Source: an optimization exercise on an open RTL-to-GDS flow (aim: small area). Production flows keep margins and buffers that such runs may drop.
Function was checked by simulation only, so behaviour that the tests miss may differ from the original.
No driver is modelled on the clock port, so clock power and skew are understated where the tree is cut down; a real chip needs a root buffer or a tree.
Power and IR drop assume default switching activity.

== raven ==
## uart_dbg_top
module uart_dbg_top #(
  parameter int unsigned CLKS_PER_BIT = 16,
  parameter int unsigned MEM_AW       = 5
) (
  input  logic        clk,
  input  logic        rst_i,
  input  logic        uart_rx_i,
  output logic        uart_tx_o,
  output logic        exec_valid_o,
  output logic [63:0] exec_addr_o,
  input  logic        done_i,
  input  logic [31:0] exit_code_i
);
Size in the first run: roughly 690 cells after synthesis, about 100 I/O pins, about 11000 sq um of cells after synthesis.
clock: 10.0 ns
lec_check: 0
cap_margin: 20
core_margin: 2
core_utilization: 65
slew_margin: 20
standard.sh (not shown) runs the stock make flow with config.mk's settings and CLKGATE_MAP_FILE= SYNTH_SCRIPT=/design/flow/synth_recipe.tcl, a recipe that flattens the netlist after the stock synthesis.
==> flow/flow/run.sh <==
#!/bin/bash
set -euo pipefail
bash standard.sh synth > synth.log 2>&1
export BUFFER_PORTS_ARGS="-buffer_cell sky130_fd_sc_hd__buf_1"
export CTS_ARGS="-sink_clustering_enable -repair_clock_nets -dont_use_dummy_load -buf_list {sky130_fd_sc_hd__clkbuf_8} -root_buf sky130_fd_sc_hd__clkbuf_8 -sink_clustering_size 20 -sink_clustering_max_diameter 60"
export POST_FLOORPLAN_TCL=$PWD/flow/rmp.tcl
export POST_CTS_TCL=$PWD/flow/ctsfix.tcl
mkdir -p orfs/objects/sky130hd/uart_dbg_top/base/rmp
bash standard.sh finish > finish.log 2>&1
Other scripts of this flow, unchanged in this note and not shown: flow/flow/ctsfix.tcl, flow/flow/rmp.tcl
Having completed the whole flow, raven delivered a layout that passed the timing, design-rule and antenna checks.
--- input diff raven..onyx ---
-- flow/design.v --
<<< raven, line 99
  logic [15:0] len;
  logic        len_zero, len_one;
  logic        act_q, bw_q, len_ev, ph_last, is_hdr, op_edge, op_q;
  logic        is_cmd, hdr_shift, hdr_last, rd_cap;
  logic [7:0]  tx_byte;
>>> onyx, line 99
  logic [15:0] len;
  logic        len_zero, len_one;
  logic        dp_q, act_q, bw_q, len_ev, ph_last;
  logic        is_cmd, hdr_shift, hdr_last, rd_cap;
  logic [7:0]  tx_byte;
<<< raven, line 193
    end
  end
  assign ph_last = (ph_q == 4'd15);
  assign len_ev  = (state_q == S_WRITE && rx_valid) || (state_q == S_RD && tx_accept);
  assign is_hdr  = (state_q == S_HDR);
  assign op_edge = is_hdr ? (ph_q[2:0] == 3'd7) : ph_last;
  assign hs_q    = op_q & is_hdr;
  assign act_q   = op_q & ~is_hdr;
  assign bw_q = hp_q;
  always_ff @(posedge clk) begin
    if (op_edge) op_q <= hp_q;
    if (hdr_shift || len_ev)  hp_q <= 1'b1;
    else if (is_hdr)          hp_q <= hp_q & ~op_edge;
    else if (op_q)            hp_q <= hp_q & ~e_q[40];
  end
  always_ff @(posedge clk) begin
>>> onyx, line 193
    end
  end
  always_ff @(posedge clk) begin
    if (ph_q[2:0] == 3'd7) hs_q <= hp_q;
    if (hdr_shift)                hp_q <= 1'b1;
    else if (ph_q[2:0] == 3'd7)   hp_q <= 1'b0;
  end
  assign ph_last = (ph_q == 4'd15);
  assign len_ev  = (state_q == S_WRITE && rx_valid) || (state_q == S_RD && tx_accept);
  always_ff @(posedge clk) begin
    if (ph_last) act_q <= dp_q;
    if (len_ev)       dp_q <= 1'b1;
    else if (ph_last) dp_q <= 1'b0;
    bw_q <= ph_last | (bw_q & ~e_q[40]);
  end
  always_ff @(posedge clk) begin
==> run notes <==
Going from raven to onyx, the average footprint of a synthesized cell was found to have gone up by 1.2%.
onyx — arrival time of data at the critical path endpoint 40 ps lower, raven as reference
Looking at setup slack at placement, onyx sits 1000 ps above raven.
onyx ends up with a layout overhead on the synthesized area that is 0.78 points lower than in raven.
Re starting density of the core: onyx is 0.42 points up on raven.
The lower final critical-path required period of onyx and raven is in onyx.

* * *

The RTL this note starts from:
==> flow/design.v <==
`timescale 1ns/1ps
`default_nettype none
module uart_dbg_top #(
  parameter int unsigned CLKS_PER_BIT = 16,
  parameter int unsigned MEM_AW       = 5
) (
  input  logic        clk,
  input  logic        rst_i,
  input  logic        uart_rx_i,
  output logic        uart_tx_o,
  output logic        exec_valid_o,
  output logic [63:0] exec_addr_o,
  input  logic        done_i,
  input  logic [31:0] exit_code_i
);
  logic [2:0] sync_q;
  logic [7:0] rc_q;
  logic [7:0] rxs_q;
  logic       rx_s, fall, rx_idle, rx_tick, rx_valid;
  logic [3:0] rx_k;
  assign rx_s     = sync_q[1];
  assign fall     = sync_q[2] & ~sync_q[1];
  assign rx_idle  = (rc_q == 8'd0);
  assign rx_tick  = (rc_q[3:0] == 4'd8);
  assign rx_k     = rc_q[7:4];
  assign rx_valid = rx_tick && (rx_k == 4'd9) && rx_s;
  always_ff @(posedge clk) begin
    if (rst_i) begin
      sync_q <= 3'b111;
      rc_q   <= 8'd0;
    end else begin
      sync_q <= {sync_q[1:0], uart_rx_i};
      if (rx_idle) begin
        rc_q <= {7'd0, fall};
      end else if (rx_tick && ((rx_k == 4'd0 && rx_s) || rx_k == 4'd9)) begin
        rc_q <= 8'd0;
      end else begin
        rc_q <= rc_q + 8'd1;
      end
    end
  end
  always_ff @(posedge clk) begin
    if (rx_tick && rx_k != 4'd0 && rx_k != 4'd9) begin
      rxs_q <= {rx_s, rxs_q[7:1]};
    end
  end
  logic [7:0] tc_q;
  logic       tx_idle, tx_valid, tx_accept;
  logic [3:0] tx_k;
  logic [55:0] e_q;
  assign tx_idle   = tc_q[7] & tc_q[5];
  assign tx_k      = tc_q[7:4];
  assign tx_accept = tx_valid & tx_idle;
  always_ff @(posedge clk) begin
    if (rst_i) begin
      tc_q <= 8'd160;
    end else if (tx_accept) begin
      tc_q <= 8'd0;
    end else if (!tx_idle) begin
      tc_q <= tc_q + 8'd1;
    end
  end
  always_comb begin
    case (tx_k)
      4'd0:    uart_tx_o = 1'b0;
      4'd1:    uart_tx_o = e_q[0];
      4'd2:    uart_tx_o = e_q[1];
      4'd3:    uart_tx_o = e_q[2];
      4'd4:    uart_tx_o = e_q[3];
      4'd5:    uart_tx_o = e_q[4];
      4'd6:    uart_tx_o = e_q[5];
      4'd7:    uart_tx_o = e_q[6];
      4'd8:    uart_tx_o = e_q[7];
      default: uart_tx_o = 1'b1;
    endcase
  end
  logic [15:0] ring_q [16];
  logic [3:0]  ph_q;
  logic        match, mem_wr;
  logic [4:0]  addr;
  logic [7:0]  ring_byte;
  assign addr      = e_q[36:32];
  assign match     = (ph_q == addr[4:1]);
  assign ring_byte = addr[0] ? ring_q[15][15:8] : ring_q[15][7:0];
  always_ff @(posedge clk) begin
    ph_q <= ph_q + 4'd1;
    for (int i = 1; i < 16; i++) ring_q[i] <= ring_q[i-1];
    if (mem_wr) begin
      ring_q[0] <= addr[0] ? {rxs_q, ring_q[15][7:0]} : {ring_q[15][15:8], rxs_q};
    end else begin
      ring_q[0] <= ring_q[15];
    end
  end
  typedef enum logic [2:0] {
    S_IDLE, S_HDR, S_ACK, S_WRITE, S_RD, S_LACK, S_LEOT, S_EOC
  } state_e;
  state_e      state_q;
  logic        is_x_q, is_w_q;
  logic [3:0]  cnt_q;
  logic [31:0] exit_q;
  logic        pend_q;
  logic        wpend_q;
  logic [15:0] len;
  logic        len_zero, len_one;
  logic        hdr_shift, hdr_last, rd_cap;
  logic [7:0]  tx_byte;
  assign len      = e_q[55:40];
  assign len_zero = (len == 16'd0);
  assign len_one  = (len == 16'd1);
  assign hdr_shift = (state_q == S_HDR) && rx_valid &&
                     (is_x_q ? (cnt_q < 4'd7) : (cnt_q == 4'd0 || cnt_q == 4'd8 || cnt_q == 4'd9));
  assign hdr_last  = is_x_q ? (cnt_q == 4'd7) : (cnt_q == 4'd15);
  assign mem_wr    = wpend_q && match;
  assign rd_cap    = (state_q == S_RD) && (tx_k == 4'd9) && match;
  assign tx_valid = (state_q == S_ACK) || (state_q == S_RD) || (state_q == S_LACK) ||
                    (state_q == S_LEOT) || (state_q == S_EOC);
  always_comb begin
    tx_byte = 8'h06;
    if (state_q == S_LEOT) tx_byte = 8'h04;
    if (state_q == S_EOC) begin
      case (cnt_q[2:0])
        3'd0:    tx_byte = 8'h14;
        3'd1:    tx_byte = exit_q[7:0];
        3'd2:    tx_byte = exit_q[15:8];
        3'd3:    tx_byte = exit_q[23:16];
        default: tx_byte = exit_q[31:24];
      endcase
    end
  end
  always_ff @(posedge clk) begin
    if (rst_i) begin
      state_q <= S_IDLE;
      pend_q  <= 1'b0;
    end else begin
      if (done_i && state_q != S_EOC) begin
        exit_q <= exit_code_i;
        pend_q <= 1'b1;
      end
      case (state_q)
        S_IDLE: begin
          if (rx_valid) begin
            if (rxs_q == 8'h06) begin
              state_q <= S_LACK;
            end else if (rxs_q == 8'h11 || rxs_q == 8'h12 || rxs_q == 8'h13) begin
              is_x_q  <= rxs_q[0] & rxs_q[1];
              is_w_q  <= rxs_q[1] & ~rxs_q[0];
              cnt_q   <= 4'd0;
              state_q <= S_HDR;
            end
          end else if (pend_q) begin
            pend_q  <= 1'b0;
            cnt_q   <= 4'd0;
            state_q <= S_EOC;
          end
        end
        S_HDR: begin
          if (rx_valid) begin
            cnt_q <= cnt_q + 4'd1;
            if (hdr_last) state_q <= S_ACK;
          end
        end
        S_ACK: begin
          if (is_x_q)        state_q <= S_IDLE;
          else if (len_zero) state_q <= S_LEOT;
          else if (is_w_q)   state_q <= S_WRITE;
          else               state_q <= S_RD;
        end
        S_WRITE: begin
          if (rx_valid && len_one) state_q <= S_LEOT;
        end
        S_RD: begin
          if (tx_accept && len_one) state_q <= S_LEOT;
        end
        S_LACK, S_LEOT: begin
          if (tx_accept) state_q <= S_IDLE;
        end
        default: begin
          if (tx_accept) begin
            if (cnt_q == 4'd4) state_q <= S_IDLE;
            else               cnt_q   <= cnt_q + 4'd1;
          end
        end
      endcase
    end
  end
  always_ff @(posedge clk) begin
    if (mem_wr) begin
      wpend_q <= 1'b0;
    end else if (state_q == S_WRITE && rx_valid) begin
      wpend_q <= 1'b1;
    end
  end
  always_ff @(posedge clk) begin
    if (hdr_shift) begin
      e_q <= {rxs_q, e_q[55:8]};
    end else begin
      if (!rst_i && ((state_q == S_WRITE && rx_valid) || (state_q == S_RD && tx_accept))) begin
        e_q[55:40] <= len - 16'd1;
      end
      if (mem_wr || (state_q == S_RD && tx_accept)) begin
        e_q[36:32] <= addr + 5'd1;
      end
      if (rd_cap) begin
        e_q[7:0] <= ring_byte;
      end else if (tx_accept && state_q != S_RD) begin
        e_q[7:0] <= tx_byte;
      end
    end
  end
  assign exec_valid_o = (state_q == S_ACK) && is_x_q;
  assign exec_addr_o  = {rxs_q, e_q};
endmodule
`default_nettype wire
clock: 10.0 ns
lec_check: 0
cap_margin: 20
core_margin: 2
core_utilization: 65
slew_margin: 20
==> flow/flow/run.sh <==
#!/bin/bash
set -euo pipefail
bash standard.sh synth > synth.log 2>&1
export BUFFER_PORTS_ARGS="-buffer_cell sky130_fd_sc_hd__buf_1"
export CTS_ARGS="-sink_clustering_enable -repair_clock_nets -dont_use_dummy_load -buf_list {sky130_fd_sc_hd__clkbuf_8} -root_buf sky130_fd_sc_hd__clkbuf_8 -sink_clustering_size 20 -sink_clustering_max_diameter 60"
bash standard.sh finish > finish.log 2>&1
Edit:
--- a/flow/design.v
+++ b/flow/design.v
@@ -16,7 +16,8 @@
   logic [2:0] sync_q;
   logic [7:0] rc_q;
   logic [7:0] rxs_q;
-  logic       rx_s, fall, rx_idle, rx_tick, rx_valid;
+  logic       rx_s, fall, rx_idle, rx_tick, rx_valid, rx_shift;
+  logic       hp_q, hs_q;
   logic [3:0] rx_k;
   assign rx_s     = sync_q[1];
   assign fall     = sync_q[2] & ~sync_q[1];
@@ -39,8 +40,9 @@
       end
     end
   end
-  always_ff @(posedge clk) begin
-    if (rx_tick && rx_k != 4'd0 && rx_k != 4'd9) begin
+  assign rx_shift = rx_tick && rx_k != 4'd0 && rx_k != 4'd9;
+  always_ff @(posedge clk) begin
+    if (rx_shift || hs_q) begin
       rxs_q <= {rx_s, rxs_q[7:1]};
     end
   end
@@ -102,6 +104,7 @@
   logic        wpend_q;
   logic [15:0] len;
   logic        len_zero, len_one;
+  logic        dp_q, act_q, bw_q, len_ev, ph_last;
   logic        hdr_shift, hdr_last, rd_cap;
   logic [7:0]  tx_byte;
   assign len      = e_q[55:40];
@@ -191,20 +194,38 @@
     end
   end
   always_ff @(posedge clk) begin
-    if (hdr_shift) begin
-      e_q <= {rxs_q, e_q[55:8]};
-    end else begin
-      if (!rst_i && ((state_q == S_WRITE && rx_valid) || (state_q == S_RD && tx_accept))) begin
-        e_q[55:40] <= len - 16'd1;
-      end
-      if (mem_wr || (state_q == S_RD && tx_accept)) begin
-        e_q[36:32] <= addr + 5'd1;
-      end
-      if (rd_cap) begin
-        e_q[7:0] <= ring_byte;
-      end else if (tx_accept && state_q != S_RD) begin
-        e_q[7:0] <= tx_byte;
-      end
+    if (ph_q[2:0] == 3'd7) hs_q <= hp_q;
+    if (hdr_shift)                hp_q <= 1'b1;
+    else if (ph_q[2:0] == 3'd7)   hp_q <= 1'b0;
+  end
+  assign ph_last = (ph_q == 4'd15);
+  assign len_ev  = (state_q == S_WRITE && rx_valid) || (state_q == S_RD && tx_accept);
+  always_ff @(posedge clk) begin
+    if (ph_last) act_q <= dp_q;
+    if (len_ev)       dp_q <= 1'b1;
+    else if (ph_last) dp_q <= 1'b0;
+    bw_q <= ph_last | (bw_q & ~e_q[40]);
+  end
+  always_ff @(posedge clk) begin
+    if (hs_q || act_q) begin
+      e_q[55]    <= act_q ? (e_q[40] ^ bw_q) : rxs_q[0];
+      e_q[54:40] <= e_q[55:41];
+    end
+    if (hs_q) begin
+      e_q[39:37] <= e_q[40:38];
+      e_q[31:8]  <= e_q[32:9];
+    end
+    if (hs_q) begin
+      e_q[36:32] <= e_q[37:33];
+    end else if (mem_wr || (state_q == S_RD && tx_accept)) begin
+      e_q[36:32] <= addr + 5'd1;
+    end
+    if (hs_q) begin
+      e_q[7:0] <= e_q[8:1];
+    end else if (rd_cap) begin
+      e_q[7:0] <= ring_byte;
+    end else if (tx_accept && state_q != S_RD) begin
+      e_q[7:0] <= tx_byte;
     end
   end
   assign exec_valid_o = (state_q == S_ACK) && is_x_q;
Outcome: Setup slack barely changes. Wire length came out lower by 8.7%. Global-route usage falls by 1.1 points. Area after synthesis decreases by 3.5%. Total power shrinks by 9.0%. Hold slack gains 23 ps.

separate check: timing with driven ports:
No port has a modelled driver above. Below, the same layouts with a new extraction and two added sets of constraints.
Step 1: set_driving_cell puts a clkbuf_16 on clk and a buf_2 on each other input, an assumption about the parent block.
Step 2 times the ports against the registers' clock, not the clock port: input delays grow and output delays shrink by t, the midpoint of the rising clock arrivals with the driver on.
a / b / c = ideal / step 1 / step 2; a / b = the first two.
run | t (ns) | setup WS [ns] | worst setup path after step 2 | clock arrival spread, ns | cell pins on the clock port's net
raven | 0.597 | 6.260 / 6.219 / 6.327 | input to register | 0.032 / 0.032 | 1
onyx | 0.587 | 6.296 / 6.258 / 6.549 | input to register | 0.037 / 0.037 | 1
the first run of note 2 | 0.587 | 6.003 / 5.965 / 6.535 | input to register | 0.068 / 0.068 | 1
the second run of note 2 | 0.566 | 6.000 / 5.963 / 6.529 | register to output | 0.044 / 0.044 | 1
After both steps setup and hold are still met in every run listed.
